This design comes from an exercise in tuning for small area, a short achievable clock period and few clock cycles per item on the open sky130 flow, not from production work.
In this exercise RTL edits were held to simulation tests only and were not proved equivalent to the original.
No activity file was given, so power comes from the tool's default toggle rates.

===== flow/run.sh =====
#!/bin/bash
# synth_recipe.tcl (not shown) runs the flow's synth.tcl, then flattens the netlist and writes it again
# the make line also repeats each setting of config.mk as NAME=value (left out here)
make -C /OpenROAD-flow-scripts/flow DESIGN_CONFIG=/design/flow/config.mk WORK_HOME=/design/flow/orfs CLKGATE_MAP_FILE= SYNTH_SCRIPT=/design/flow/synth_recipe.tcl finish

===== flow/config.mk =====
export PLATFORM = sky130hd
export DESIGN_NAME = ma_crossover_detector
export DESIGN_NICKNAME = ma_crossover_detector
export VERILOG_FILES = /design/flow/design.v
export SDC_FILE = /design/flow/constraint.sdc
export NUM_CORES = 4
export LEC_CHECK = 0
export CAP_MARGIN = 20
export CORE_MARGIN = 2
export CORE_UTILIZATION = 40
export SLEW_MARGIN = 20

===== flow/constraint.sdc =====
create_clock -name core_clock -period 7.0 [get_ports {clk}]
set_input_delay 1.4000 -clock core_clock [delete_from_list [all_inputs] [get_ports {clk}]]
set_output_delay 1.4000 -clock core_clock [all_outputs]
set_load 0.01 [all_outputs]

===== flow/design.v =====
package alg_pkg;
  localparam int DATA_WIDTH  = 11;
  localparam int CTR_WIDTH   = 16;
  localparam int N_SHORT     = 16;
  localparam int N_LONG      = 32;
  localparam int DATA_OFFSET = 1024;
  function automatic integer sum_width(input integer data_w, input integer n);
    sum_width = data_w + $clog2(n);
  endfunction
  localparam int SUM_S_W = sum_width(DATA_WIDTH, N_SHORT);
  localparam int SUM_L_W = sum_width(DATA_WIDTH, N_LONG);
  localparam int MA_W    = DATA_WIDTH;
endpackage
module ma_window #(
  parameter int N = 32,
  parameter int M = 16,
  parameter int W = 11
) (
  input  logic         clk,
  input  logic         shift_en,
  input  logic [W-1:0] x,
  output logic [W-1:0] tap_m,
  output logic [W-1:0] tap_n
);
  logic [N-1:0][W-1:0] win_q;
  always_ff @(posedge clk) begin
    if (shift_en) win_q <= {win_q[N-2:0], x};
  end
  assign tap_m = win_q[M-1];
  assign tap_n = win_q[N-1];
endmodule
module ma_crossover_detector #(
  parameter int DATA_W = alg_pkg::DATA_WIDTH,
  parameter int CTR_W  = alg_pkg::CTR_WIDTH,
  parameter int N_S    = alg_pkg::N_SHORT,
  parameter int N_L    = alg_pkg::N_LONG,
  parameter int OFFSET = alg_pkg::DATA_OFFSET
) (
  input  logic              clk,
  input  logic              rst,
  input  logic              clr,
  input  logic              in_valid,
  output logic              in_ready,
  input  logic [DATA_W-1:0] in_data,
  output logic              ma_valid,
  output logic [DATA_W-1:0] ma_short,
  output logic [DATA_W-1:0] ma_long,
  output logic              ev_valid,
  input  logic              ev_ready,
  output logic              ev_rise,
  output logic [CTR_W-1:0]  ev_index
);
  localparam int SSW = alg_pkg::sum_width(DATA_W, N_S);   
  localparam int SLW = alg_pkg::sum_width(DATA_W, N_L);   
  localparam int LS  = $clog2(N_S);
  localparam int LL  = $clog2(N_L);
  localparam int FQ  = 3;                                  
  function automatic logic [DATA_W-1:0] rectify(input logic [DATA_W-1:0] s);
    logic signed [DATA_W:0] d;
    d = $signed({1'b0, s}) - $signed((DATA_W + 1)'(OFFSET));
    rectify = d[DATA_W] ? DATA_W'(-d) : d[DATA_W-1:0];
  endfunction
  logic              ok_q;           
  logic              accept;
  logic [DATA_W-1:0] x0_q;
  logic              v1_q;
  assign in_ready = !rst && !clr && ok_q;
  assign accept   = in_valid && in_ready;
  always_ff @(posedge clk) x0_q <= rectify(in_data);
  logic [DATA_W-1:0] tap_s, tap_l;
  logic [5:0]        fill_q;         
  logic [SSW-1:0]    s16_q;
  logic [SLW-1:0]    s32_q;
  logic              v2_q;
  logic [DATA_W-1:0] old_s, old_l;
  logic [SSW-1:0]    base_s;
  logic [SLW-1:0]    base_l;
  ma_window #(.N(N_L), .M(N_S), .W(DATA_W)) u_hist (
    .clk      (clk),
    .shift_en (v1_q),
    .x        (x0_q),
    .tap_m    (tap_s),
    .tap_n    (tap_l)
  );
  assign old_s  = (fill_q < 6'(N_S)) ? '0 : tap_s;
  assign old_l  = (fill_q < 6'(N_L)) ? '0 : tap_l;
  assign base_s = (fill_q == '0) ? '0 : s16_q;
  assign base_l = (fill_q == '0) ? '0 : s32_q;
  always_ff @(posedge clk) begin
    if (v1_q) begin
      s16_q <= base_s + SSW'(x0_q) - SSW'(old_s);
      s32_q <= base_l + SLW'(x0_q) - SLW'(old_l);
    end
  end
  assign ma_valid = v2_q;
  assign ma_short = DATA_W'(s16_q >> LS);
  assign ma_long  = DATA_W'(s32_q >> LL);
  logic gt, prev_q, item_evt;
  assign gt       = (ma_short > ma_long);
  assign item_evt = (fill_q == 6'(N_L + 1)) && (gt != prev_q);
  logic [FQ-1:0][1:0] fq_evt_q;    
  logic [1:0]       fq_cnt_q;
  logic             ev_valid_q, ev_rise_q;
  logic [CTR_W-1:0] eidx_q;           
  logic             er_free, has_head, pop;
  logic [1:0]       head;
  logic [1:0]       fq_cnt_d;
  logic [FQ-1:0][1:0] fq_evt_d;
  logic             ev_valid_d;
  logic [2:0]       out_d;
  logic             ok_d;
  assign er_free  = !ev_valid_q || ev_ready;
  assign has_head = (fq_cnt_q != '0) || v2_q;
  assign head     = (fq_cnt_q != '0) ? fq_evt_q[0] : {item_evt, gt};
  assign pop      = er_free && has_head;
  always_comb begin
    fq_evt_d = fq_evt_q;
    fq_cnt_d = fq_cnt_q;
    if (pop && fq_cnt_q != '0) begin
      for (int i = 0; i < FQ - 1; i++) fq_evt_d[i] = fq_evt_q[i+1];
      fq_cnt_d = fq_cnt_q - 2'd1;
    end
    if (v2_q && !(pop && fq_cnt_q == '0)) begin
      fq_evt_d[fq_cnt_d] = {item_evt, gt};
      fq_cnt_d = fq_cnt_d + 2'd1;
    end
    ev_valid_d = pop ? head[1] : (ev_valid_q && !ev_ready);
    out_d = 3'(fq_cnt_d) + 3'(accept) + 3'(v1_q);
    ok_d = (out_d + 3'd1 - 3'(!ev_valid_d && (fq_cnt_d != '0 || v1_q))) <= 3'(FQ);
  end
  always_ff @(posedge clk or posedge rst) begin
    if (rst) begin
      ok_q       <= 1'b1;
      v1_q       <= 1'b0;
      v2_q       <= 1'b0;
      fill_q     <= '0;
      prev_q     <= 1'b0;
      fq_cnt_q   <= '0;
      ev_valid_q <= 1'b0;
      eidx_q     <= '1;
    end else if (clr) begin
      ok_q       <= 1'b1;
      v1_q       <= 1'b0;
      v2_q       <= 1'b0;
      fill_q     <= '0;
      prev_q     <= 1'b0;
      fq_cnt_q   <= '0;
      ev_valid_q <= 1'b0;
      eidx_q     <= '1;
    end else begin
      ok_q       <= ok_d;
      v1_q       <= accept;
      v2_q       <= v1_q;
      if (v1_q && fill_q != 6'(N_L + 1)) fill_q <= fill_q + 6'd1;
      if (v2_q && fill_q == 6'(N_L)) prev_q <= gt;
      else if (v2_q && item_evt) prev_q <= gt;
      fq_cnt_q   <= fq_cnt_d;
      ev_valid_q <= ev_valid_d;
      if (pop) eidx_q <= eidx_q + CTR_W'(1);
    end
  end
  always_ff @(posedge clk) begin
    fq_evt_q <= fq_evt_d;
    if (pop) ev_rise_q <= head[0];
  end
  assign ev_valid = ev_valid_q;
  assign ev_rise  = ev_rise_q;
  assign ev_index = eidx_q;
endmodule

==> results of run 1 <==
==> power breakdown <==
| part | switching, mW | leakage [nW] | internal, mW |
|---|---|---|---|
| combinational | 0.624 | 2.11 | 0.527 |
| clock | 0.920 | 0.666 | 1.28 |
| sequential | 0.121 | 4.01 | 3.09 |
| total | 1.66 | 6.78 | 4.89 |
==> layer usage <==
layer / global-route usage, % / part of all wire, % / up-vias
li1: - / - / 3742
met5: 0 / 0 / -
met2: 16.8 / 44 / 133
met3: 2.55 / 4.4 / 46
met1: 16.5 / 50 / 3807
met4: 3.82 / 2.3 / 0
==> per-stage QoR <==
| stage | hold slack [ns] | cells | instance area (µm²) | utilization [%] |
|---|---|---|---|---|
| 4_1_cts | 0.412 | 1632 | 19100 | 46.6 |
| 6_report | 0.410 | 1632 | 19100 | 46.6 |
| 3_3_place_gp | 0.401 | 1555 | 17700 | 43.3 |
| 2_1_floorplan | 0.400 | 996 | 16600 | - |
| 3_5_place_dp | 0.405 | 1555 | 17700 | 43.3 |
| 5_1_grt | 0.416 | 1632 | 19100 | 46.6 |
==> flip-flops by register name, summed over array words and instances (netlist names) <==
register and cells:
eidx_q 16, ev_rise_q 1, ev_valid_q 1, fill_q 6
fq_cnt_q 2, fq_evt_q 6, ok_q 1, prev_q 1
s16_q 15, s32_q 16, u_hist.win_q 352, v1_q 1
v2_q 1, x0_q 11
==> cell families after synthesis <==
logic type                 synth area share [%]
and+or+nand+nor                            6.34
AOI/OAI and AO/OA                          4.28
muxes                                     0.617
DFF                                        76.0
buffers and inverters                      3.36
adders and majority gates                  6.87
xor gates and xnor gates                   2.58
==> synth_stat cells, types with 3 or more instances <==
| library cell | instances | area [µm²] |
|---|---|---|
| a211oi_1 | 5 | 37.5 |
| a21o_1 | 8 | 60.1 |
| a21oi_1 | 33 | 165 |
| a31oi_1 | 3 | 18.8 |
| and2_1 | 15 | 93.8 |
| and3_1 | 10 | 62.6 |
| buf_4 | 22 | 165 |
| clkbuf_1 | 11 | 41.3 |
| dfrtp_1 | 12 | 300 |
| dfstp_2 | 17 | 447 |
| dfxtp_1 | 15 | 300 |
| edfxtp_1 | 386 | 11600 |
| fa_1 | 24 | 480 |
| ha_1 | 53 | 663 |
| inv_1 | 90 | 338 |
| inv_2 | 3 | 11.3 |
| mux2i_1 | 8 | 80.1 |
| nand2_1 | 52 | 195 |
| nand2b_1 | 17 | 106 |
| nand3_1 | 9 | 45.0 |
| nand4_1 | 9 | 56.3 |
| nor2_1 | 35 | 131 |
| nor2b_1 | 23 | 144 |
| nor3_1 | 8 | 40.0 |
| nor4_1 | 3 | 18.8 |
| nor4b_1 | 4 | 35.0 |
| o21a_1 | 6 | 45.0 |
| o21ai_0 | 11 | 55.1 |
| o21ai_1 | 5 | 25.0 |
| o21bai_1 | 5 | 37.5 |
| o22ai_1 | 4 | 25.0 |
| or2_1 | 4 | 25.0 |
| xnor2_1 | 26 | 228 |
| xor2_1 | 23 | 201 |
==> path summary, 6_finish.rpt <==
kind	depth (start not counted)	start	to
worst min register to register	0	u_hist.win_q[274]	u_hist.win_q[285]
min in group asynchronous	3	rst	prev_q
worst max-delay path	3	clr	in_ready
worst max register to register	13	fill_q[5]	s16_q[14]
worst min-delay path	0	u_hist.win_q[274]	u_hist.win_q[285]
max in group asynchronous	3	rst	eidx_q[15]
==> layout make-up <==
type                    instances  area, µm²
flip-flops and latches        430      12600
multi-input cells             439       3440
inverters                      93        349
clock buffers                  48       1090
clock inverters                29        256
well taps                     532        666
repair buffers                 61        626
fillers                      3504      21800
==> notes.md, run 1 <==
- Max cap viols: 0
- Cell with the most instances on the worst path: clkdlybuf4s50_1
- Post-Synthesis Net Count: ~1100
* Worst-path cell with the longest stage delay: clkdlybuf4s50_1
* All-layer global routing usage: ~11%
- Chip Width: ~210 µm
* Status: finished clean
- The number of gates resized after CTS was 0.
- Buffer type at the clock tree root: clkbuf_16
* Cell type group with the largest total delay on the critical path: buffers and inverters
- Entering global routing, the biggest net connects 175 pins.
- Number of different library cells in the post-synthesis netlist: between 60 and 70
- Number of failing setup endpoints in the final timing report: 0
- First-iteration detailed-routing DRC count: 564
- The critical path goes through clkdlybuf4s50_1, nor3b_1, clkdlybuf4s50_1.
- The synthesized design contains 386 enable-type register cells.
- VDD IR max: between 150 and 200 µV
* Worst Slack Setup Final: 2.30 ns
- The congestion estimate from routability-driven global placement came to about 0.8.
* Worst slack, placed: slightly above 2 ns
* TNS Setup: 0 ns
- Antenna diode count: 0
* Post-CTS Hold Fix Bufs: 0
* Data arrival time at the worst-slack endpoint: ~3.3 ns
- Max-slew headroom at the worst pin: between 20% and 30%
* Worst endpoint required time: between 5 and 6 ns
- Number of instances in the synthesized netlist: between 900 and 1000
- Drt drc: 0
- Timing would allow up to about 0.21 GHz.
- Layout Skew: between 0.015 and 0.02 ns
- 58 I/O pins were placed.
- First-pass iteration count of the detailed router: 5
* Number of global-route vias before repair: ~7500
* Clock tree from TritonCTS: done
- For this design the static power due to leakage is 6.78 nW.
- After global routing the overflow that remains totals 0.
- Worst setup slack for register-to-register paths: 2.44 ns
- Post-route clock period utilization: 67.1%
* Kind of critical path: in2out
- The die is a little over 200 µm tall.
* Number of port buffers: 57
* Setup fix buffers added after clock tree synthesis: 0
* Clock H-tree levels: 2
* Type of origin of the critical path: primary input
- Most frequent cells in the layout: edfxtp_1, inv_1, clkdlybuf4s50_1
- At the pin with the least slew margin, the transition time is around 1.1 ns.
- The clock drives 430 sinks.
- Largest stage delay on the critical path: 0.89 ns
- Proportion of synthesized chip area in sequential cells: between 70 and 80%
- Average instance area after synthesis: approximately 17 µm²
- Starting Density: 40.7%
- Buffers inserted during clock tree synthesis total 42.
* Most common library cell in the layout ignoring fill and taps: edfxtp_1
- The Yosys step of the flow raised 2 warnings.
* Top FF cell, synth: edfxtp_1
- The design draws 6.56 mW.
- Final routed wirelength across all metal layers: approximately 25000 µm
- Of all flip-flops after synthesis, the portion carrying an async set or reset was 6.74%.
- Dividing the detail-routed wire length by the instance count gives approximately 15 µm.
* Post-DR vias/cell: ~4.7
- Share of final-layout standard cells stronger than drive strength 1: a little over 9%
- The mapped netlist covers about 17000 µm².
- The number of hold violations in the final report is 0.
- Number of buffers on the longest clock path: 3
- Critical path peak fanout: 29
- The synthesized design contains 430 register bits.
- Summed over all nets, the half-perimeter wirelength after detailed placement is approximately 15000 µm.
* Setup repair after global routing missed its margin: no
* Die outline area: about 43000 µm²
- Initial antenna violation count: 0
- Nets@finish: approximately 1200
- The final max-slew violation count came to 0.
* Routed via count: 7728
- Floorplan core area: 40900 µm²
- The number of buffers and inverters on the critical path is 2.
- For this design the ratio of total power to cell area is approximately 340 nW/µm².
- Row generation in the floorplan step produced 74 rows.
* Tightest Hold Check Type: reg2reg
- Area added between synthesis and finish: 14.6%
* Sort of element at the end of the critical path: primary output
* Clock insertion delay at the later pin of the skew report: 0.54 ns
* Clock edge transition at the registers on the reported setup and hold paths: about 0.070 ns
* Global-route wire length before repair: 39300 µm
- Time the final worst path needs with I/O delays and setup: approximately 4.7 ns
- Number of nets still failing antenna checks after routing: 0
Testbench counts, summed over its fixed seeds: cycles 24,016, samples 24,000.
==> run 2, diff against run 1 <==
--- a/flow/design.v
+++ b/flow/design.v
@@ -55,4 +55,5 @@
   localparam int LS  = $clog2(N_S);
   localparam int LL  = $clog2(N_L);
+  localparam int FW  = LL + 1;                             
   localparam int FQ  = 3;                                  
   function automatic logic [DATA_W-1:0] rectify(input logic [DATA_W-1:0] s);
@@ -67,7 +68,10 @@
   assign in_ready = !rst && !clr && ok_q;
   assign accept   = in_valid && in_ready;
-  always_ff @(posedge clk) x0_q <= rectify(in_data);
+  always_ff @(posedge clk)
+    x0_q <= accept ? {!in_data[DATA_W-1],
+                      in_data[DATA_W-1] ? in_data[DATA_W-2:0] : ~in_data[DATA_W-2:0]} : '0;
   logic [DATA_W-1:0] tap_s, tap_l;
-  logic [5:0]        fill_q;         
+  logic [FW-1:0]     fill_q;         
+  logic              nz_q;           
   logic [SSW-1:0]    s16_q;
   logic [SLW-1:0]    s32_q;
@@ -83,31 +87,30 @@
     .tap_n    (tap_l)
   );
-  assign old_s  = (fill_q < 6'(N_S)) ? '0 : tap_s;
-  assign old_l  = (fill_q < 6'(N_L)) ? '0 : tap_l;
-  assign base_s = (fill_q == '0) ? '0 : s16_q;
-  assign base_l = (fill_q == '0) ? '0 : s32_q;
+  assign old_s  = (v1_q && (fill_q[FW-1] || fill_q[FW-2])) ? tap_s : '0;
+  assign old_l  = (v1_q && fill_q[FW-1]) ? tap_l : '0;
+  assign base_s = nz_q ? s16_q : '0;
+  assign base_l = nz_q ? s32_q : '0;
   always_ff @(posedge clk) begin
-    if (v1_q) begin
-      s16_q <= base_s + SSW'(x0_q) - SSW'(old_s);
-      s32_q <= base_l + SLW'(x0_q) - SLW'(old_l);
-    end
+    s16_q <= SSW'(base_s + SSW'(x0_q[DATA_W-2:0]) + {{(SSW-DATA_W+1){1'b1}}, ~old_s[DATA_W-2:0]}
+                  + SSW'(x0_q[DATA_W-1]) + SSW'(!old_s[DATA_W-1]));
+    s32_q <= SLW'(base_l + SLW'(x0_q[DATA_W-2:0]) + {{(SLW-DATA_W+1){1'b1}}, ~old_l[DATA_W-2:0]}
+                  + SLW'(x0_q[DATA_W-1]) + SLW'(!old_l[DATA_W-1]));
   end
   assign ma_valid = v2_q;
   assign ma_short = DATA_W'(s16_q >> LS);
   assign ma_long  = DATA_W'(s32_q >> LL);
-  logic gt, prev_q, item_evt;
+  logic gt, prev_q, run_q, item_evt;
   assign gt       = (ma_short > ma_long);
-  assign item_evt = (fill_q == 6'(N_L + 1)) && (gt != prev_q);
-  logic [FQ-1:0][1:0] fq_evt_q;    
-  logic [1:0]       fq_cnt_q;
-  logic             ev_valid_q, ev_rise_q;
-  logic [CTR_W-1:0] eidx_q;           
-  logic             er_free, has_head, pop;
-  logic [1:0]       head;
-  logic [1:0]       fq_cnt_d;
+  assign item_evt = run_q && (gt != prev_q);
+  logic [FQ-1:0][1:0] fq_evt_q;       
+  logic [1:0]         fq_cnt_q;
+  logic               ev_valid_q, ev_rise_q;
+  logic [CTR_W-1:0]   eidx_q;         
+  logic               er_free, has_head, pop;
+  logic [1:0]         head;
+  logic [1:0]         fq_cnt_d;
   logic [FQ-1:0][1:0] fq_evt_d;
-  logic             ev_valid_d;
-  logic [2:0]       out_d;
-  logic             ok_d;
+  logic               ev_valid_d;
+  logic               ok_d;
   assign er_free  = !ev_valid_q || ev_ready;
   assign has_head = (fq_cnt_q != '0) || v2_q;
@@ -126,6 +129,5 @@
     end
     ev_valid_d = pop ? head[1] : (ev_valid_q && !ev_ready);
-    out_d = 3'(fq_cnt_d) + 3'(accept) + 3'(v1_q);
-    ok_d = (out_d + 3'd1 - 3'(!ev_valid_d && (fq_cnt_d != '0 || v1_q))) <= 3'(FQ);
+    ok_d = (3'(fq_cnt_d) + 3'(accept) + 3'(v1_q)) < 3'(FQ);
   end
   always_ff @(posedge clk or posedge rst) begin
@@ -135,4 +137,6 @@
       v2_q       <= 1'b0;
       fill_q     <= '0;
+      nz_q       <= 1'b0;
+      run_q      <= 1'b0;
       prev_q     <= 1'b0;
       fq_cnt_q   <= '0;
@@ -144,4 +148,6 @@
       v2_q       <= 1'b0;
       fill_q     <= '0;
+      nz_q       <= 1'b0;
+      run_q      <= 1'b0;
       prev_q     <= 1'b0;
       fq_cnt_q   <= '0;
@@ -152,7 +158,10 @@
       v1_q       <= accept;
       v2_q       <= v1_q;
-      if (v1_q && fill_q != 6'(N_L + 1)) fill_q <= fill_q + 6'd1;
-      if (v2_q && fill_q == 6'(N_L)) prev_q <= gt;
-      else if (v2_q && item_evt) prev_q <= gt;
+      if (v1_q && !fill_q[FW-1]) fill_q <= fill_q + FW'(1);
+      if (v1_q) nz_q <= 1'b1;
+      if (v2_q && fill_q[FW-1] && !run_q) begin
+        run_q  <= 1'b1;
+        prev_q <= gt;
+      end else if (v2_q && item_evt) prev_q <= gt;
       fq_cnt_q   <= fq_cnt_d;
       ev_valid_q <= ev_valid_d;
--- a/flow/config.mk
+++ b/flow/config.mk
@@ -8,4 +8,7 @@
 export CAP_MARGIN = 20
 export CORE_MARGIN = 2
-export CORE_UTILIZATION = 40
+export CORE_UTILIZATION = 65
+export CTS_CLUSTER_DIAMETER = 100
+export CTS_CLUSTER_SIZE = 30
+export SETUP_SLACK_MARGIN = 3.8
 export SLEW_MARGIN = 20
==> run 2 against run 1 <==
- global-route usage up 8.3 points
- via count fell by 0.56%
- final cell count is 16% lower
- count of clock-buffer cells in the layout fell by 21
- setup slack improved by 1.4 ns
- largest power group unchanged
- still clean
- flip-flop and latch count increased by 2
- wire length grew 2.0%
- synthesized cell count decreased by 3.2%
- largest cell class unchanged
- sequential share of layout area increased by 2.6 points
- combinational power is 33% higher
==> notes.md, run 2 <==
- The deepest level of the CTS H-tree is 1 (-1).
- Sequential Area: 12400 µm² (-2.0%)
* Static Leak: 6.47 nW (-4.6%)
* Chip Width: 161 µm (-22%)
- The data arrival at the endpoint of the critical path came to 1.85 ns (-1.45 ns).
- Total power density per cell area: 337 nW/µm² (-2.1%)
* All-layer global routing usage: 19.6% (+8.3 points)
- Number of failing setup endpoints in the final timing report: 0 (unchanged)
- Critical path peak fanout: 2 (-93%)
- Cell type contributing the most total cell area after synthesis: edfxtp_1
* Fillers: 1456 (-58%)
- Met2 demand-to-capacity share in global routing: 30.6% (+14 points)
- Inserted Clock Buffers: 18 (-57%)
- Top Registers: u_hist.win_q x352, eidx_q x16, s32_q x16
- Clock edge transition at the registers on the reported setup and hold paths: 0.11 ns (+0.04 ns)
* Time the final worst path needs with I/O delays and setup: 3.25 ns (-1.44 ns)
- CTS sink cnt: 432 (+0.47%)
- The HPWL reported at the end of detailed placement is 15400 µm (+1.3%).
- The area taken by multi-input logic gates is 3540 µm² (+2.9%).
- The worst setup path is captured at a primary output.
* Kind of critical path: in2out
- Number of port buffers: 57 (unchanged)
- Worst slew pin tran: 1.06 ns (-0.0216 ns)
- The peak clock frequency supported by timing came to 0.307 GHz (+44%).
- Routed WL per cell: 18.3 µm (+22%)
* Type of origin of the critical path: primary input
- Met1 Use GR: 30.4% (+14 points)
* Number of storage elements in the synthesis netlist: 432 (+0.47%)
- The core box area came to 24300 µm² (-41%).
- Setup repair after global routing missed its margin: yes
- The async set or reset register ratio after synthesis came to 7.18% (+0.43 points).
- u_hist.win_q holds more flip-flops than any other register.
- Share of final-layout standard cells stronger than drive strength 1: 11.5% (+2.3 points)
* Max FFs per register: 352 (unchanged)
* Area share of the leading cell type in the synthesized netlist: 66.2% (-3.4 points)
- In the layout the commonest cells are edfxtp_1, nand2_1, clkdlybuf4s50_1.
- The number of antenna violations at the first check in global routing was 0 (unchanged).
* Number of cell rows: 57 (-23%)
* Drt drc: 0 (unchanged)
- The net count of the finished layout was 1121 (-3.4%).
* Global-route wire length before repair: 39900 µm (+1.3%)
- The number of library cell types mapped by synthesis was 56 (-9.7%).
- The number of synthesized flops with an enable pin came to 355 (-8.0%).
- The final max-slew violation count was 0 (unchanged).
- The pin count of the biggest net entering global routing is 216 (+23%).
- Sorting the synthesized cells by area gives the leading types as edfxtp_1, dfxtp_1, ha_1.
- The number of warning messages in the yosys log is 2 (unchanged).
- First-iteration detailed-routing DRC count: 618 (+9.6%)
- The library cell used most frequently in the layout, excluding fill and tap cells, is edfxtp_1.
- First-pass iteration count of the detailed router: 5 (unchanged)
- Clock tree from TritonCTS: done
- The register area share after synthesis was 76.9% (+0.93 points).
- Met3 global-route usage: 2.59% (+0.043 points)
* Layout Skew: 0.0175 ns (-0.00112 ns)
- Buffer type at the clock tree root: clkbuf_16
- Final routed wirelength across all metal layers: 25100 µm (+2.0%)
* TNS Setup: 0 ns (unchanged)
- The number of buffers inserted by hold repair at cts was 0 (unchanged).
* Tightest Hold Check Type: reg2reg
- The die height is 161 µm (-22%).
* Number of buffers on the longest clock path: 3 (unchanged)
* Post-Synthesis Net Count: 1051 (-3.5%)
- Antenna diode count: 0 (unchanged)
- The worst slew slack as a fraction of its limit is 29.4% (+1.7 points).
- Average instance area after synthesis: 16.7 µm² (about the same)
* Post-route clock period utilization: 46.5% (-21 points)
- The number of nets with antenna violations after detailed routing is 0 (unchanged).
- Top FF cell, synth: edfxtp_1
- The number of max-cap violations was 0 (unchanged).
- Area added between synthesis and finish: 11.7%
* Starting Density: 66.2% (+26 points)
- Number of instances in the synthesized netlist: 964 (-3.2%)
- Worst endpoint required time: 5.60 ns (about the same)
* Status: finished clean
- Ranked by instance count, the synthesized netlist is headed by edfxtp_1, nand2_1, inv_1.
- The most common cell in the synthesized netlist is edfxtp_1.
- The post-synthesis instance area was 16100 µm² (-3.2%).
- The worst voltage drop across the vdd grid came to 233 µV (+34%).
- The global routing stage identified its most utilized layer as met2.
- The clock insertion delay at the later pin of the skew report came to 0.53 ns (about the same).
* Count of endpoints failing hold in the final timing report: 0 (unchanged)
- Die outline area: 26000 µm² (-40%)
* Worst hold slack: 0.420 ns (+0.00958 ns)
* Placer's final routability congestion estimate: 0.843 (+5.8%)
- The via total after detailed routing is 7685 (-0.56%).
* Total grt overflow: 0 (unchanged)
- The per-cell via count in the routed design came to 5.61 (+18%).
- The I/O pin count came to 58 (unchanged).
- Number of global-route vias before repair: 7644 (+1.6%)
==> run 2: cell types whose count changed after synthesis, sizes merged, moves of 9 or more <==
cell and delta:
nand2 +11, nor2b -15, xnor2 -10, dfxtp +31, nor2 +14, and2 +9
edfxtp -31, inv -39
==> run 2: kinds of logic (layout without fill, tap and decap cells) <==
family	Yosys count	count (layout)	synth area share, %
buffers and inverters	88	170	2.59
xor gates and xnor gates	42	42	2.28
AOI/OAI and AO/OA	118	118	4.64
muxes	6	6	0.373
and+or+nand+nor	207	207	6.55
adders and majority gates	71	71	6.68
DFF	432	432	76.9
==> run 2: cell type report <==
cell class                      count  share of cell area [%]
Sequential cell                   432                    68.8
Multi-Input combinational cell    444                    19.7
Timing Repair Buffer               84                    4.90
Clock buffer                       27                    2.69
Tap cell                          324                    2.25
Inverter                           54                    1.14
Clock inverter                      5                   0.501
==> run 2: path summary, 6_finish.rpt <==
kind                                  startpoint          endpoint  slack, ns  cells after the start
worst min register to register  u_hist.win_q[82]  u_hist.win_q[93]       0.42                      0
worst min-delay path            u_hist.win_q[82]  u_hist.win_q[93]       0.42                      0
max in group asynchronous                    rst              ok_q       5.74                      3
worst max register to register              v1_q         s32_q[14]       3.78                     14
min in group asynchronous                    rst         fill_q[3]       0.94                      3
worst max-delay path                         rst          in_ready       3.75                      3
==> run 2: repair_timing <==
item	CTS	global route
gates cloned	1	0
gates resized for setup	34	21
setup buffers	10	11
endpoints found under the setup margin	156	11
pin swaps	5	15
==> run 2: metal layers <==
metal | share of wire [%] | vias to the layer above
li1 | - | 3614
met3 | 3.9 | 35
met5 | 0 | -
met4 | 1.4 | 0
met2 | 47 | 149
met1 | 48 | 3887
==> run 2: where the power goes <==
| group | total, mW | switching, mW | internal, mW | leakage (nW) |
|---|---|---|---|---|
| clock | 1.28 | 0.711 | 0.570 | 0.276 |
| combinational | 1.53 | 0.813 | 0.722 | 2.19 |
| sequential | 3.24 | 0.182 | 3.06 | 4.00 |
| total | 6.06 | 1.71 | 4.35 | 6.47 |
==> run 2: through the flow <==
| step | power [mW] | std cells | area (µm²) | util, % | setup slack (ns) |
|---|---|---|---|---|---|
| floorplan | 4.27 | 964 | 16200 | - | 1.32 |
| global placement | 4.60 | 1316 | 17000 | 69.9 | 2.28 |
| detailed placement | 4.68 | 1316 | 17000 | 69.9 | 2.16 |
| CTS | 6.00 | 1359 | 17800 | 73.1 | 3.72 |
| global route | 6.39 | 1370 | 18000 | 74.0 | 3.67 |
| finish | 6.06 | 1370 | 18000 | 74.0 | 3.75 |
==> run 2: worst max-delay path, cell delays in order <==
cell	delay (ns)
buf_6	0.10
nor3b_4	0.20
buf_2	0.16
Testbench counts of run 2, summed over its fixed seeds: cycles 24,016, samples 24,000.
==> run 3, diff against run 2 <==
--- a/flow/design.v
+++ b/flow/design.v
@@ -57,9 +57,4 @@
   localparam int FW  = LL + 1;                             
   localparam int FQ  = 3;                                  
-  function automatic logic [DATA_W-1:0] rectify(input logic [DATA_W-1:0] s);
-    logic signed [DATA_W:0] d;
-    d = $signed({1'b0, s}) - $signed((DATA_W + 1)'(OFFSET));
-    rectify = d[DATA_W] ? DATA_W'(-d) : d[DATA_W-1:0];
-  endfunction
   logic              ok_q;           
   logic              accept;
@@ -73,5 +68,7 @@
   logic [DATA_W-1:0] tap_s, tap_l;
   logic [FW-1:0]     fill_q;         
+  logic [FW-1:0]     fill_d;
   logic              nz_q;           
+  logic              ms_q, ml_q;     
   logic [SSW-1:0]    s16_q;
   logic [SLW-1:0]    s32_q;
@@ -87,6 +84,7 @@
     .tap_n    (tap_l)
   );
-  assign old_s  = (v1_q && (fill_q[FW-1] || fill_q[FW-2])) ? tap_s : '0;
-  assign old_l  = (v1_q && fill_q[FW-1]) ? tap_l : '0;
+  assign fill_d = (v1_q && !fill_q[FW-1]) ? fill_q + FW'(1) : fill_q;
+  assign old_s  = ms_q ? tap_s : '0;
+  assign old_l  = ml_q ? tap_l : '0;
   assign base_s = nz_q ? s16_q : '0;
   assign base_l = nz_q ? s32_q : '0;
@@ -138,4 +136,6 @@
       fill_q     <= '0;
       nz_q       <= 1'b0;
+      ms_q       <= 1'b0;
+      ml_q       <= 1'b0;
       run_q      <= 1'b0;
       prev_q     <= 1'b0;
@@ -149,4 +149,6 @@
       fill_q     <= '0;
       nz_q       <= 1'b0;
+      ms_q       <= 1'b0;
+      ml_q       <= 1'b0;
       run_q      <= 1'b0;
       prev_q     <= 1'b0;
@@ -158,5 +160,7 @@
       v1_q       <= accept;
       v2_q       <= v1_q;
-      if (v1_q && !fill_q[FW-1]) fill_q <= fill_q + FW'(1);
+      fill_q     <= fill_d;
+      ms_q       <= accept && (fill_d[FW-1] || fill_d[FW-2]);
+      ml_q       <= accept && fill_d[FW-1];
       if (v1_q) nz_q <= 1'b1;
       if (v2_q && fill_q[FW-1] && !run_q) begin
==> run 3 against run 2 <==
- die area hardly changed
- first-iteration DRC count shrank 3.1%
- sequential power is essentially flat
- clock skew rose by 0.012 ns
- final cell count fell by 2.2%
- largest power group unchanged
- wire length fell by 1.3%
- power fell by 2.8%
- critical path type unchanged
- register-to-register slack better by 0.08 ns
- clock power is 5% lower
- global-route usage is 0.53 points lower
- non-clock buffer count fell by 7
- sequential share of layout area increased by 1.2 points
==> notes.md, run 3 <==
* Proportion of synthesized chip area in sequential cells: 77.2% (+0.28 points)
- After synthesis, the cell types taking the most area are edfxtp_1, dfxtp_1, ha_1.
- Buffer type at the clock tree root: clkbuf_16
- The antenna diode count was 0 (unchanged).
- Share of final-layout standard cells stronger than drive strength 1: 10.4% (-1.0 points)
* Post-route clock period utilization: 46.3% (-0.23 points)
- For this run, the leading register cell type out of synthesis is edfxtp_1.
- Critical path cell sequence: buf_8, nor3b_4, buf_2
* Average instance area after synthesis: 17.1 µm² (+2.5%)
* Status: finished clean
* Number of instances in the synthesized netlist: 941 (-2.4%)
- The number of antenna violations at the first check in global routing was 0 (unchanged).
- Leaving out fill and tap cells, the most frequent cell in the layout is edfxtp_1.
* Most frequent cell after synthesis: edfxtp_1
- Layout Skew: 0.0293 ns (+0.0118 ns)
* Share of flip-flops with an asynchronous set or reset: 7.60% (+0.43 points)
- The final-layout worst hold slack came to 0.413 ns (-0.00665 ns).
- Number of failing setup endpoints in the final timing report: 0 (unchanged)
* Largest stage delay on the critical path: 0.18 ns (-0.02 ns)
- The number of buffer cells added on primary ports is 57 (unchanged).
- The number of placement rows is 57 (unchanged).
* Clock H-tree levels: 1 (unchanged)
- Simple-gate portion of the synthesized area: 6.58% (+0.029 points)
- Cells on worst reg2reg path: 11 (-3)
- The worst setup path is of the in2out kind.
- Number of different library cells in the post-synthesis netlist: 59 (+5.4%)
* Clock edge transition at the registers on the reported setup and hold paths: 0.10 ns (about the same)
* Detail Placement HPWL: 15600 µm (+1.0%)
- The global routing usage summed across all routing layers is 19.0% (-0.53 points).
* Max-slew headroom at the worst pin: 37.1% (+7.7 points)
- The core box area came to 24300 µm² (unchanged).
- The I/O pin count came to 58 (unchanged).
- The number of hold violations in the final report came to 0 (unchanged).
* Max-slew violation total from the final report: 0 (unchanged)
- Placer's final routability congestion estimate: 0.853 (+1.2%)
- The fraction of the mapped netlist area in compound gates was 3.95% (-0.69 points).
- Worst endpoint required time: 5.60 ns (about the same)
* Number of global-route vias before repair: 7361 (-3.7%)
- Total chip power: 5.89 mW (-2.8%)
* Number of stages on the worst setup path: 3 (unchanged)
- The x dimension of the die is 161 µm (about the same).
- The number of buffers inserted by hold repair at cts is 0 (unchanged).
- Post-Synthesis Net Count: 1028 (-2.2%)
- The number of cells on the worst hold path is 0 (unchanged).
- Most flops, register: u_hist.win_q
- Post-synth EDFFs: 355 (unchanged)
- Worst slew pin tran: 0.943 ns (-0.115 ns)
- Clock insertion delay at the later pin of the skew report: 0.53 ns (about the same)
- The wire length reported by the detailed router came to 24800 µm (-1.3%).
* Most frequent cells in the layout: edfxtp_1, nand2_1, clkdlybuf4s50_1
- The synthesized design spends more area on one cell type than any other, namely edfxtp_1.
* Static Leak: 6.23 nW (-3.7%)
* TNS Setup: 0 ns (unchanged)
- Synth warnings: 2 (unchanged)
* Routed via count: 7560 (-1.6%)
* CTS sink cnt: 434 (+0.46%)
- Top Registers: u_hist.win_q x352, eidx_q x16, s32_q x16
- Max cap viols: 0 (unchanged)
- Post-DR vias/cell: 5.64 (+0.58%)
* Worst-path cell with the longest stage delay: nor3b_4
* Upper clock frequency limit: 0.309 GHz (+0.49%)
* Xor and xnor area share after synthesis: 2.84% (+0.55 points)
- VDD IR max: 252 µV (+7.8%)
- Cell types with the highest counts after synthesis: edfxtp_1, nand2_1, dfxtp_1, ha_1, nor2_1
- The net count of the finished layout is 1091 (-2.7%).
* Setup repair after global routing missed its margin: yes
- Drt drc: 0 (unchanged)
- The number of nets with antenna violations after detailed routing was 0 (unchanged).
- Time the final worst path needs with I/O delays and setup: 3.24 ns (-0.0160 ns)
* First-iteration detailed-routing DRC count: 599 (-3.1%)
- First-pass iteration count of the detailed router: 5 (unchanged)
* Area share of the leading cell type in the synthesized netlist: 66.2% (about the same)
* Combinational family with the most area after synthesis: adder cells
- Fillers: 1509 (+3.6%)
* Cell type group with the largest total delay on the critical path: buffers and inverters
- The worst setup path is captured at a primary output.
* Data arrival time at the worst-slack endpoint: 1.84 ns (about the same)
- The number of flip-flops under the largest register name was 352 (unchanged).
- TritonCTS built the clock tree.
- Maximum number of pins on one net before global-route repair: 100 (-54%)
- Share of synthesized area spent on multiplexers: 0.629% (+0.26 points)
- Arithmetic-cell share of the synthesized area counting full adders, half adders and majority gates: 6.68% (about the same)
- Routed WL per cell: 18.5 µm (+0.88%)
- The residual overflow from global routing was 0 (unchanged).
- The post-synthesis instance area is 16100 µm² (about the same).
* Inserted Clock Buffers: 18 (unchanged)
- Critical path peak fanout: 2 (unchanged)
* Number of storage elements in the synthesis netlist: 434 (+0.46%)
* Tightest Hold Check Type: reg2reg
- The power density of the placed cells is 332 nW/µm² (-1.5%).
- The area of the die was 26100 µm² (about the same).
* Final cell utilization of the core: 73.0% (-0.96 points)
- Type of origin of the critical path: primary input
- Relative to the synthesized area, the layout overhead comes to 10.2%.
- The number of buffers and inverters on the critical path is 2 (unchanged).
* Die height: 161 µm (about the same)
- The deepest clock path buffer count was 3 (unchanged).
- Global-route wire length before repair: 38800 µm (-2.6%)
- Starting Density: 66.2% (about the same)
==> run 3: kinds of logic after synthesis <==
logic type,Yosys count
AOI/OAI and AO/OA,98
xor gates and xnor gates,50
adders and majority gates,71
buffers and inverters,68
DFF,434
muxes,10
and+or+nand+nor,210
==> run 3: final cells by class <==
type	count	area (µm²)	share of cell area (%)
Timing Repair Buffer	77	805	4.53
Clock buffer	29	492	2.77
Tap cell	324	405	2.28
Clock inverter	3	33.8	0.190
Inverter	34	130	0.733
Multi-Input combinational cell	439	3460	19.5
Sequential cell	434	12400	70.0
==> run 3: metrics by stage <==
step | instance area [µm²] | setup slack, ns | instances
2_1_floorplan | 16100 | 2.95 | 941
3_3_place_gp | 16900 | 2.26 | 1294
3_5_place_dp | 16900 | 2.20 | 1294
4_1_cts | 17600 | 3.76 | 1333
5_1_grt | 17800 | 3.71 | 1340
6_report | 17800 | 3.76 | 1340
==> run 3: worst register-to-register path: cells and delay by family, from the launching register on <==
family,cells,cell delay (ns)
adder cells (fa/ha/maj),3,1.25
AND/OR/NAND/NOR,2,0.30
buffers and inverters,1,0.14
AO/OA/AOI/OAI,4,0.72
flip-flops,1,0.47
XOR/XNOR,1,0.12
==> run 3: routing by layer <==
| metal | track usage (%) | share of wire [%] | wire [µm] | vias up |
|---|---|---|---|---|
| met5 | 0 | 0 | 0 | - |
| met3 | 2.49 | 4.1 | 1010 | 26 |
| met2 | 30.1 | 48 | 11900 | 162 |
| met4 | 4.14 | 1.9 | 480 | 0 |
| met1 | 29.1 | 46 | 11400 | 3819 |
| li1 | - | - | - | 3553 |
==> run 3: path summary, 6_finish.rpt <==
kind                                        start           endpoint  slack, ns
worst max-delay path                          rst           in_ready       3.76
worst min-delay path            u_hist.win_q[330]  u_hist.win_q[341]       0.41
worst max register to register               nz_q          s32_q[14]       3.86
worst min register to register  u_hist.win_q[330]  u_hist.win_q[341]       0.41
max in group asynchronous                     rst         eidx_q[14]       5.73
min in group asynchronous                     rst        fq_cnt_q[1]       0.94
==> run 3: where the power goes <==
part	total, mW	internal [mW]	switching (mW)	leakage, nW
logic	1.46	0.694	0.765	1.94
clock network	1.21	0.501	0.706	0.251
registers	3.22	3.05	0.169	4.04
total	5.89	4.25	1.64	6.23
==> run 3: timing repair <==
action                                  in CTS  in global routing
cloned                                       2                  0
pin swaps                                   10                 10
hold endpoints to repair                     0                  0
setup buffers                                5                  7
endpoints found under the setup margin      10                 10
resized for setup                           36                 20
Testbench counts of run 3, summed over its fixed seeds: cycles 24,016, samples 24,000.
==> run 4, diff against run 3 <==
==> flow/flow/run.sh (new file) <==
#!/bin/bash
set -euo pipefail
export BUFFER_PORTS_ARGS="-buffer_cell sky130_fd_sc_hd__buf_1"
bash standard.sh > standard.log 2>&1
==> flow/standard.sh (new file) <==
#!/bin/bash
# synth_recipe.tcl (not shown) runs the flow's synth.tcl, then flattens the netlist and writes it again
# the make line also repeats each setting of config.mk as NAME=value (left out here)
make -C /OpenROAD-flow-scripts/flow DESIGN_CONFIG=/design/flow/config.mk WORK_HOME=/design/flow/orfs CLKGATE_MAP_FILE= SYNTH_SCRIPT=/design/flow/synth_recipe.tcl "${@:-finish}"
removed: flow/run.sh
==> run 4 against run 3 <==
- still clean on timing, DRC and antenna
- critical path depth stayed put
- clock skew shrank 0.0083 ns
- non-clock buffer count decreased by 3
- maximum frequency about the same
- first-iteration DRC count is 13% lower
- register-to-register slack got worse by 0.03 ns
- synthesized area unchanged
- combinational power fell by 14%
- highest routed layer unchanged
==> notes.md, run 4 <==
* Status: finished clean
* Total power density per cell area: 329 nW/µm² (-0.67%)
* Top FF cell, synth: edfxtp_1
* Layout Skew: 0.0210 ns (-0.00829 ns)
* Top Registers: u_hist.win_q x352, eidx_q x16, s32_q x16
* Global-route wire length before repair: 37700 µm (-2.9%)
- Count of buffer and inverter cells on the critical path: 2 (unchanged)
* Total chip power: 5.71 mW (-3.1%)
- The worst slew slack as a fraction of its limit came to 27.2% (-9.9 points).
* Number of nets still failing antenna checks after routing: 0 (unchanged)
- The share of layout cells above drive strength 1 came to 8.98% (-1.4 points).
- Worst slew pin tran: 1.09 ns (+0.148 ns)
* Number of failing setup endpoints in the final timing report: 0 (unchanged)
* Clock H-tree levels: 1 (unchanged)
- Cell types with the highest counts after synthesis: edfxtp_1, nand2_1, dfxtp_1, ha_1, nor2_1
* Number of instances in the synthesized netlist: 941 (unchanged)
- Tightest Hold Check Type: reg2reg
* Average instance area after synthesis: 17.1 µm² (unchanged)
- Routed via count: 7510 (-0.66%)
* Max FFs per register: 352 (unchanged)
- The async set or reset register ratio after synthesis came to 7.60% (unchanged).
- The clock-pin slew on the worst setup and hold paths is 0.12 ns (+0.02 ns).
* Beginning of the worst hold path: u_hist.win_q[41]
- The x dimension of the die is 161 µm (unchanged).
- The worst setup path is launched from a primary input.
- Final cell utilization of the core: 71.2% (-1.8 points)
- The number of max-cap violations came to 0 (unchanged).
* Sort of element at the end of the critical path: primary output
- Placer's final routability congestion estimate: 0.789 (-7.5%)
* Most flops, register: u_hist.win_q
- TritonCTS built the clock tree.
- Clock insertion delay at the later pin of the skew report: 0.54 ns (about the same)
- Routed WL per cell: 18.1 µm (-1.9%)
- Worst endpoint required time: 5.60 ns (about the same)
- Setup repair after global routing could not meet its margin everywhere.
* Buffer type at the clock tree root: clkbuf_16
- Final routed wirelength across all metal layers: 24300 µm (-2.1%)
* Number of different library cells in the post-synthesis netlist: 59 (unchanged)
* Launch point of the worst reg-to-reg path: nz_q
- Most frequent cells in the layout: edfxtp_1, nand2_1, buf_1
- Largest stage delay on the critical path: 0.18 ns (about the same)
* Number of storage elements in the synthesis netlist: 434 (unchanged)
- First-pass iteration count of the detailed router: 7 (+2)
- Kind of critical path: in2out
* Detail Placement HPWL: 15200 µm (-2.0%)
* Worst-path cell with the longest stage delay: nor3b_4
* Die height: 161 µm (unchanged)
- Drt drc: 0 (unchanged)
- The total clock buffers created by CTS was 18 (unchanged).
- Worst hold slack: 0.415 ns (+0.00204 ns)
- Area added between synthesis and finish: 7.55%
- TNS Setup: 0 ns (unchanged)
- CP endpoint: in_ready
* Floorplan core area: 24300 µm² (unchanged)
- Die outline area: 26100 µm² (unchanged)
* Cells on worst reg2reg path: 10 (-1)
- Nets@finish: 1088 (-0.27%)
- The number of antenna violations at the first check in global routing came to 0 (unchanged).
* Post-DR vias/cell: 5.62 (-0.44%)
- All-layer global routing usage: 18.6% (-0.43 points)
- The slack of the worst reg-to-reg path is 3.83 ns (-0.03 ns).
- Walking the worst path, the cells encountered are buf_6, nor3b_4, buf_2.
- Critical path peak fanout: 2 (unchanged)
- Static Leak: 6.05 nW (-2.9%)
- The deepest clock path buffer count came to 3 (unchanged).
- The peak clock frequency supported by timing was 0.309 GHz (about the same).
* Data arrival time at the worst-slack endpoint: 1.84 ns (about the same)
* Count of endpoints failing hold in the final timing report: 0 (unchanged)
* Proportion of synthesized chip area in sequential cells: 77.2% (unchanged)
- The final max-slew violation count came to 0 (unchanged).
- Top-level I/O count: 58 (unchanged)
- The synthesized design spends more area on one cell type than any other, namely edfxtp_1.
- The number of warning messages in the yosys log is 2 (unchanged).
* Fillers: 1557 (+3.2%)
- Post-route clock period utilization: 46.3% (about the same)
- Number of port buffers: 57 (unchanged)
- FF-to-FF End: s16_q[14]
- First-iteration detailed-routing DRC count: 520 (-13%)
- Post-synth EDFFs: 355 (unchanged)
- The worst voltage drop across the vdd grid is 220 µV (-13%).
- Starting Density: 66.2% (unchanged)
- Most area-consuming cells after synthesis: edfxtp_1, dfxtp_1, ha_1
* Most frequent cell after synthesis: edfxtp_1
* Time the final worst path needs with I/O delays and setup: 3.24 ns (+0.00171 ns)
- Post-Synthesis Net Count: 1028 (unchanged)
- Post-synthesis cell area: 16100 µm² (unchanged)
- Grouping stages by cell kind, the critical path spends the most delay in buffers and inverters.
* Area share of the leading cell type in the synthesized netlist: 66.2% (unchanged)
* Antenna diode count: 0 (unchanged)
* CTS sink cnt: 434 (unchanged)
- Total grt overflow: 0 (unchanged)
- The library cell used most frequently in the layout, excluding fill and tap cells, is edfxtp_1.
* Number of cell rows: 57 (unchanged)
- Number of stages on the worst setup path: 3 (unchanged)
- Maximum number of pins on one net before global-route repair: 217 (+120%)
* CP startpoint: rst
* Number of global-route vias before repair: 7257 (-1.4%)
==> run 4: layout make-up <==
class | instances | area (µm²) | share of cell area (%)
multi-input cells | 439 | 3400 | 19.6
clock buffers | 29 | 492 | 2.84
well taps | 324 | 405 | 2.34
inverters | 34 | 130 | 0.751
clock inverters | 3 | 38.8 | 0.224
flip-flops and latches | 434 | 12400 | 71.8
repair buffers | 74 | 415 | 2.40
==> run 4: through the flow <==
step | area (µm²) | std cells | worst slack [ns]
after CTS | 17300 | 1330 | 3.75
after detailed placement | 16600 | 1291 | 2.97
after floorplan | 16100 | 941 | 2.95
final | 17300 | 1337 | 3.76
after global placement | 16600 | 1291 | 3.04
after global routing | 17300 | 1337 | 3.73
==> run 4: what timing repair did <==
action | 4_1_cts | 5_1_grt
buffers inserted | 6 | 7
resized for setup | 23 | 8
pin swaps | 4 | 3
endpoints found under the setup margin | 19 | 10
hold buffers | 0 | 0
gates cloned | 1 | 0
==> run 4: power breakdown <==
part           switching, mW  internal, mW
clock network          0.714         0.501
logic                  0.733         0.531
registers              0.172          3.06
==> run 4: worst reg2reg max path: cells and delay by family, from the launching register on <==
| family | cells | cell delay [ns] |
|---|---|---|
| and+or+nand+nor | 1 | 0.16 |
| xor gates and xnor gates | 1 | 0.15 |
| DFF | 1 | 0.54 |
| AOI/OAI and AO/OA | 5 | 1.03 |
| adders and majority gates | 3 | 1.24 |
==> run 4: how the worst min path moves through the flow <==
stage	end	slack, ns	depth (start not counted)
after CTS	u_hist.win_q[222]	0.42	0
after floorplan	u_hist.win_q[100]	0.40	0
after global placement	u_hist.win_q[128]	0.40	0
final	u_hist.win_q[52]	0.42	0
after detailed placement	u_hist.win_q[135]	0.40	0
after global routing	u_hist.win_q[52]	0.43	0
==> run 4: cells by family after synthesis <==
family,Yosys count,share of synthesized area [%]
flops,434,77.2
simple gates,210,6.58
compound gates,98,3.95
fa+ha+maj,71,6.68
buf+inv,68,2.16
xor+xnor,50,2.84
mux,10,0.629
==> run 4: routing by layer <==
layer  track usage (%)  wire, µm  up-vias
met1              28.2     11500     3784
met4              4.14       371        0
met3              2.52      1030       31
li1                  -         -     3533
met2              29.5     11400      162
met5                 0         0        -
==> run 5, diff against run 4 <==
--- a/flow/design.v
+++ b/flow/design.v
@@ -101,17 +101,20 @@
   assign gt       = (ma_short > ma_long);
   assign item_evt = run_q && (gt != prev_q);
-  logic [FQ-1:0][1:0] fq_evt_q;       
+  logic [FQ-1:0]      fq_evt_q;       
   logic [1:0]         fq_cnt_q;
   logic               ev_valid_q, ev_rise_q;
   logic [CTR_W-1:0]   eidx_q;         
+  logic               fresh_q;        
   logic               er_free, has_head, pop;
-  logic [1:0]         head;
+  logic               head;
   logic [1:0]         fq_cnt_d;
-  logic [FQ-1:0][1:0] fq_evt_d;
+  logic [FQ-1:0]      fq_evt_d;
+  logic               prime;
   logic               ev_valid_d;
   logic               ok_d;
   assign er_free  = !ev_valid_q || ev_ready;
   assign has_head = (fq_cnt_q != '0) || v2_q;
-  assign head     = (fq_cnt_q != '0) ? fq_evt_q[0] : {item_evt, gt};
+  assign head     = (fq_cnt_q != '0) ? fq_evt_q[0] : item_evt;
+  assign prime    = v2_q && fill_q[FW-1] && !run_q;
   assign pop      = er_free && has_head;
   always_comb begin
@@ -123,8 +126,8 @@
     end
     if (v2_q && !(pop && fq_cnt_q == '0)) begin
-      fq_evt_d[fq_cnt_d] = {item_evt, gt};
+      fq_evt_d[fq_cnt_d] = item_evt;
       fq_cnt_d = fq_cnt_d + 2'd1;
     end
-    ev_valid_d = pop ? head[1] : (ev_valid_q && !ev_ready);
+    ev_valid_d = pop ? head : (ev_valid_q && !ev_ready);
     ok_d = (3'(fq_cnt_d) + 3'(accept) + 3'(v1_q)) < 3'(FQ);
   end
@@ -142,5 +145,5 @@
       fq_cnt_q   <= '0;
       ev_valid_q <= 1'b0;
-      eidx_q     <= '1;
+      fresh_q    <= 1'b1;
     end else if (clr) begin
       ok_q       <= 1'b1;
@@ -155,5 +158,5 @@
       fq_cnt_q   <= '0;
       ev_valid_q <= 1'b0;
-      eidx_q     <= '1;
+      fresh_q    <= 1'b1;
     end else begin
       ok_q       <= ok_d;
@@ -164,5 +167,5 @@
       ml_q       <= accept && fill_d[FW-1];
       if (v1_q) nz_q <= 1'b1;
-      if (v2_q && fill_q[FW-1] && !run_q) begin
+      if (prime) begin
         run_q  <= 1'b1;
         prev_q <= gt;
@@ -170,10 +173,12 @@
       fq_cnt_q   <= fq_cnt_d;
       ev_valid_q <= ev_valid_d;
-      if (pop) eidx_q <= eidx_q + CTR_W'(1);
+      if (pop) fresh_q <= 1'b0;
     end
   end
   always_ff @(posedge clk) begin
     fq_evt_q <= fq_evt_d;
-    if (pop) ev_rise_q <= head[0];
+    if (pop) eidx_q <= fresh_q ? '0 : eidx_q + CTR_W'(1);
+    if (prime) ev_rise_q <= gt;
+    else if (pop && head) ev_rise_q <= !ev_rise_q;
   end
   assign ev_valid = ev_valid_q;
--- a/flow/config.mk
+++ b/flow/config.mk
@@ -6,4 +6,5 @@
 export NUM_CORES = 4
 export LEC_CHECK = 0
+export ABC_AREA = 1
 export CAP_MARGIN = 20
 export CORE_MARGIN = 2
==> run 5 against run 4 <==
- sequential power grew 2%
- flip-flop and latch count shrank 2
- wire length shrank 6.3%
- worst hold slack lost 0.0083 ns
- maximum frequency grew 1.2%
- global-route usage shrank 1.0 points
- clock skew grew 0.0074 ns
- clock power is essentially flat
- sequential share of layout area grew 1.1 points
- via count shrank 2.5%
- final cell count grew 4.8%
- highest routed layer unchanged
==> notes.md, run 5 <==
- The final max-slew violation count came to 0 (unchanged).
- Detail Placement HPWL: 14300 µm (-6.0%)
- Sequential Area: 12500 µm² (+0.10%)
- Most frequent cells in the layout: edfxtp_1, nand2_1, inv_1
- The wire length reported by the detailed router was 22700 µm (-6.3%).
- Static Leak: 6.32 nW (+4.5%)
- Total chip power: 5.61 mW (-1.8%)
- Number of nets still failing antenna checks after routing: 0 (unchanged)
- The final routed wire length divided by cell count came to 16.2 µm (-11%).
- The critical path is of the in2out type.
- The number of synthesized flops with an enable pin came to 370 (+4.2%).
* Clock tree from TritonCTS: done
- TNS Setup: 0 ns (unchanged)
- Cell types with the highest counts after synthesis: edfxtp_1, nand2_1, inv_1
- Share of flip-flops with an asynchronous set or reset: 4.17% (-3.4 points)
- Post-synthesis cell area: 16000 µm² (-0.68%)
- The number of buffers inserted by hold repair at cts came to 0 (unchanged).
- The first-pass GRT wire length came to 35500 µm (-5.9%).
- The area of the die was 25900 µm² (-0.66%).
- In this run the most used layer during global routing was met1.
* Inserted Clock Buffers: 18 (unchanged)
* Routed via count: 7320 (-2.5%)
- Maximum number of pins on one net before global-route repair: 213 (-1.8%)
- The number of buffer cells added on primary ports is 57 (unchanged).
- Post-layout instance area: 17100 µm² (-1.4%)
- The number of library cell types mapped by synthesis is 36 (-39%).
- The global routing usage summed across all routing layers is 17.6% (-1.0 points).
- For hold timing, the worst endpoint is u_hist.win_q[78].
- Post-Synthesis Net Count: 1100 (+7.0%)
* Status: finished clean
* Met1 Use GR: 29.0% (+0.80 points)
- Upper clock frequency limit: 0.312 GHz (+1.2%)
- The share of total power in the clock network was 21.8% (+0.5 points).
* Total grt overflow: 0 (unchanged)
- Placer's final routability congestion estimate: 0.851 (+7.9%)
* FF-to-FF End: s32_q[12]
- Yosys attributes the largest share of cell area to edfxtp_1, dfxtp_1, ha_1.
* VDD IR max: 231 µV (+5.2%)
* Most frequent cell after synthesis: edfxtp_1
* Area added between synthesis and finish: 6.77%
- Worst hold slack: 0.407 ns (-0.00831 ns)
- Drt drc: 0 (unchanged)
- Max FFs per register: 352 (unchanged)
- Setup repair after global routing missed its margin: yes
- Number of cells on the worst hold path: 0 (unchanged)
* Area share of the leading cell type in the synthesized netlist: 69.5% (+3.3 points)
- Chip Width: 161 µm (-0.33%)
* Worst Slack Setup Final: 3.80 ns (+0.0384 ns)
* Antenna diode count: 0 (unchanged)
* Cell type contributing the most total cell area after synthesis: edfxtp_1
- The number of antenna violations at the first check in global routing was 0 (unchanged).
- In this run the critical register-to-register path is launched from nz_q.
- The required time of the critical path came to 5.60 ns (about the same).
* Layout Skew: 0.0284 ns (+0.00742 ns)
- The slew at the pin with the worst max-slew slack was 1.09 ns (-0.00421 ns).
* CTS sink cnt: 432 (-0.46%)
- Cell-internal power: 3.99 mW (-2.4%)
* Proportion of synthesized chip area in sequential cells: 77.8% (+0.63 points)
* Nets@finish: 1151 (+5.8%)
- Fillers: 1591 (+2.2%)
* Number of storage elements in the synthesis netlist: 432 (-0.46%)
* Sort of element at the end of the critical path: primary output
- The number of max-cap violations was 0 (unchanged).
* Most flops, register: u_hist.win_q
* Floorplan core area: 24200 µm² (-0.29%)
* Post-route clock period utilization: 45.7% (-0.55 points)
- The number of iterations in the first detailed-routing pass was 5 (-2).
- Data arrival time at the worst-slack endpoint: 1.80 ns (-0.04 ns)
* Number of cell rows: 57 (unchanged)
- Die height: 161 µm (-0.33%)
- The clock period minus worst slack is 3.20 ns (-0.0384 ns).
- The slack of the worst reg-to-reg path is 3.92 ns (+0.09 ns).
* Top-level I/O count: 58 (unchanged)
* Worst slack, placed: 3.40 ns (+0.436 ns)
- The global-route met3 utilization is 2.14% (-0.37 points).
* Starting Density: 66.0% (-0.25 points)
* Most common library cell in the layout ignoring fill and taps: edfxtp_1
- The share of power burned in registers is 58.5% (+1.9 points).
* Critical path peak fanout: 2 (unchanged)
- Count of endpoints failing hold in the final timing report: 0 (unchanged)
- The clock insertion delay at the later pin of the skew report was 0.53 ns (about the same).
* Buffer type at the clock tree root: clkbuf_16
* Total power density per cell area: 328 nW/µm² (-0.38%)
* Top FF cell, synth: edfxtp_1
* Number of failing setup endpoints in the final timing report: 0 (unchanged)
- Clock edge transition at the registers on the reported setup and hold paths: 0.10 ns (-0.02 ns)
- The routing usage on met2 is 25.8% (-3.8 points).
- Net switching share of the total power: 28.8% (+0.42 points)
- Average instance area after synthesis: 15.8 µm² (-7.8%)
- Top Registers: u_hist.win_q x352, eidx_q x16, s32_q x16
* Beginning of the worst hold path: u_hist.win_q[67]
- P_sw: 1.61 mW (-0.32%)
* Share of final-layout standard cells stronger than drive strength 1: 4.74% (-4.2 points)
* Cells on worst reg2reg path: 14 (+4)
- The via count of the first global-routing pass came to 6756 (-6.9%).
- First-iteration detailed-routing DRC count: 693 (+33%)
- The deepest level of the CTS H-tree was 1 (unchanged).
- Combinational power share: 19.7% (-2.4 points)
- The worst setup path is launched from a primary input.
- Synth warnings: 2 (unchanged)
- The area after detailed placement came to 16500 µm² (-0.59%).
* Max-slew headroom at the worst pin: 27.5% (+0.28 points)
- Number of buffers on the longest clock path: 3 (unchanged)
- Area of the multi-input gates: 2980 µm² (-12%)
* Tightest Hold Check Type: reg2reg
- The synthesized instance count came to 1014 (+7.8%).
- The per-cell via count in the routed design came to 5.22 (-7.0%).
[run 5: kinds of logic after synthesis]
kind of cell,after synthesis,share of synthesized area (%)
adders and majority gates,70,6.65
AOI/OAI and AO/OA,90,3.07
muxes,1,0.0704
xor gates and xnor gates,42,2.35
DFF,432,77.8
buffers and inverters,139,3.80
and+or+nand+nor,240,6.27
[run 5: how the worst max path moves through the flow]
stage	startpoint	endpoint	slack [ns]	cells past startpoint
after floorplan	v1_q	ok_q	2.81	7
after global placement	clr	ok_q	3.45	11
after detailed placement	clr	ok_q	3.40	11
after CTS	clr	in_ready	3.79	5
after global routing	nz_q	s32_q[12]	3.77	14
final	clr	in_ready	3.80	5
[run 5: power by group through the flow]
stage / combinational, mW / clock, mW / sequential, mW
2_1_floorplan: 0.846 / 0 / 3.34
3_3_place_gp: 1.08 / 0 / 3.33
3_5_place_dp: 1.10 / 0 / 3.33
4_1_cts: 1.11 / 1.27 / 3.28
5_1_grt: 1.27 / 1.34 / 3.31
6_report: 1.11 / 1.22 / 3.28
[run 5: per-stage QoR]
| step | instances | util, % |
|---|---|---|
| after CTS | 1401 | 70.3 |
| after global routing | 1401 | 70.4 |
| after floorplan | 1014 | - |
| final | 1401 | 70.4 |
| after global placement | 1367 | 67.9 |
| after detailed placement | 1367 | 67.9 |
[run 5: repair_timing]
action                                  in CTS  in global routing
buffers inserted                             2                  0
endpoints found under the setup margin       2                  3
gates resized for setup                     10                  8
pin swaps                                    1                  1
[run 5: cell type report]
class / count / area share [%]
flip-flops and latches: 432 / 72.9
multi-input cells: 443 / 17.4
clock buffers: 30 / 2.90
inverters: 108 / 2.45
well taps: 324 / 2.37
repair buffers: 62 / 1.73
clock inverters: 2 / 0.212
[run 5: worst max-delay path: stages]
cell and delay, ns:
buf_12 0.11, clkinv_8 0.04, nand2_4 0.04, nor2_4 0.11
buf_6 0.10
[run 5: layer usage]
layer  share of wire, %  vias up
met2                 43      125
met3                3.6       27
li1                   -     3612
met5                  0        -
met4                1.9        0
met1                 52     3556
Testbench counts of run 5, summed over its fixed seeds: cycles 24,016, samples 24,000.

[afterwards: timing with drivers on the ports]
Ports are ideal in the flow. The routed layouts listed here were re-timed in OpenROAD.
Step 1, drivers: a clkbuf_16 drives clk and a buf_2 each remaining input, both assumed.
Step 2 moves the port delays by t, midway between the first and last clock arrival at a register: inputs arrive t later, outputs are due t later. That takes back most of the time a late clock gives input paths.
Three values: ideal, step 1, step 2; two values: the first two.
run | t (ns) | setup slack, ns | hold slack, ns | worst setup path after step 2 | latest minus earliest clock arrival (ns)
run 1 | 0.581 | 2.301 / 2.278 / 2.044 | 0.410 / 0.410 / 0.410 | input to register | 0.020 / 0.020
run 2 | 0.569 | 3.745 / 3.670 / 3.393 | 0.420 / 0.420 / 0.420 | input to register | 0.022 / 0.022
run 3 | 0.567 | 3.761 / 3.684 / 3.294 | 0.413 / 0.413 / 0.413 | input to register | 0.031 / 0.031
run 4 | 0.577 | 3.759 / 3.681 / 3.459 | 0.415 / 0.415 / 0.415 | input to register | 0.022 / 0.023
run 5 | 0.567 | 3.798 / 3.751 / 3.636 | 0.407 / 0.407 / 0.407 | input to register | 0.028 / 0.029
After both steps setup and hold are still met in every run listed. The setup slack of run 3, which loses most, moves by -0.077 ns with the drivers and by -0.467 ns with both steps.
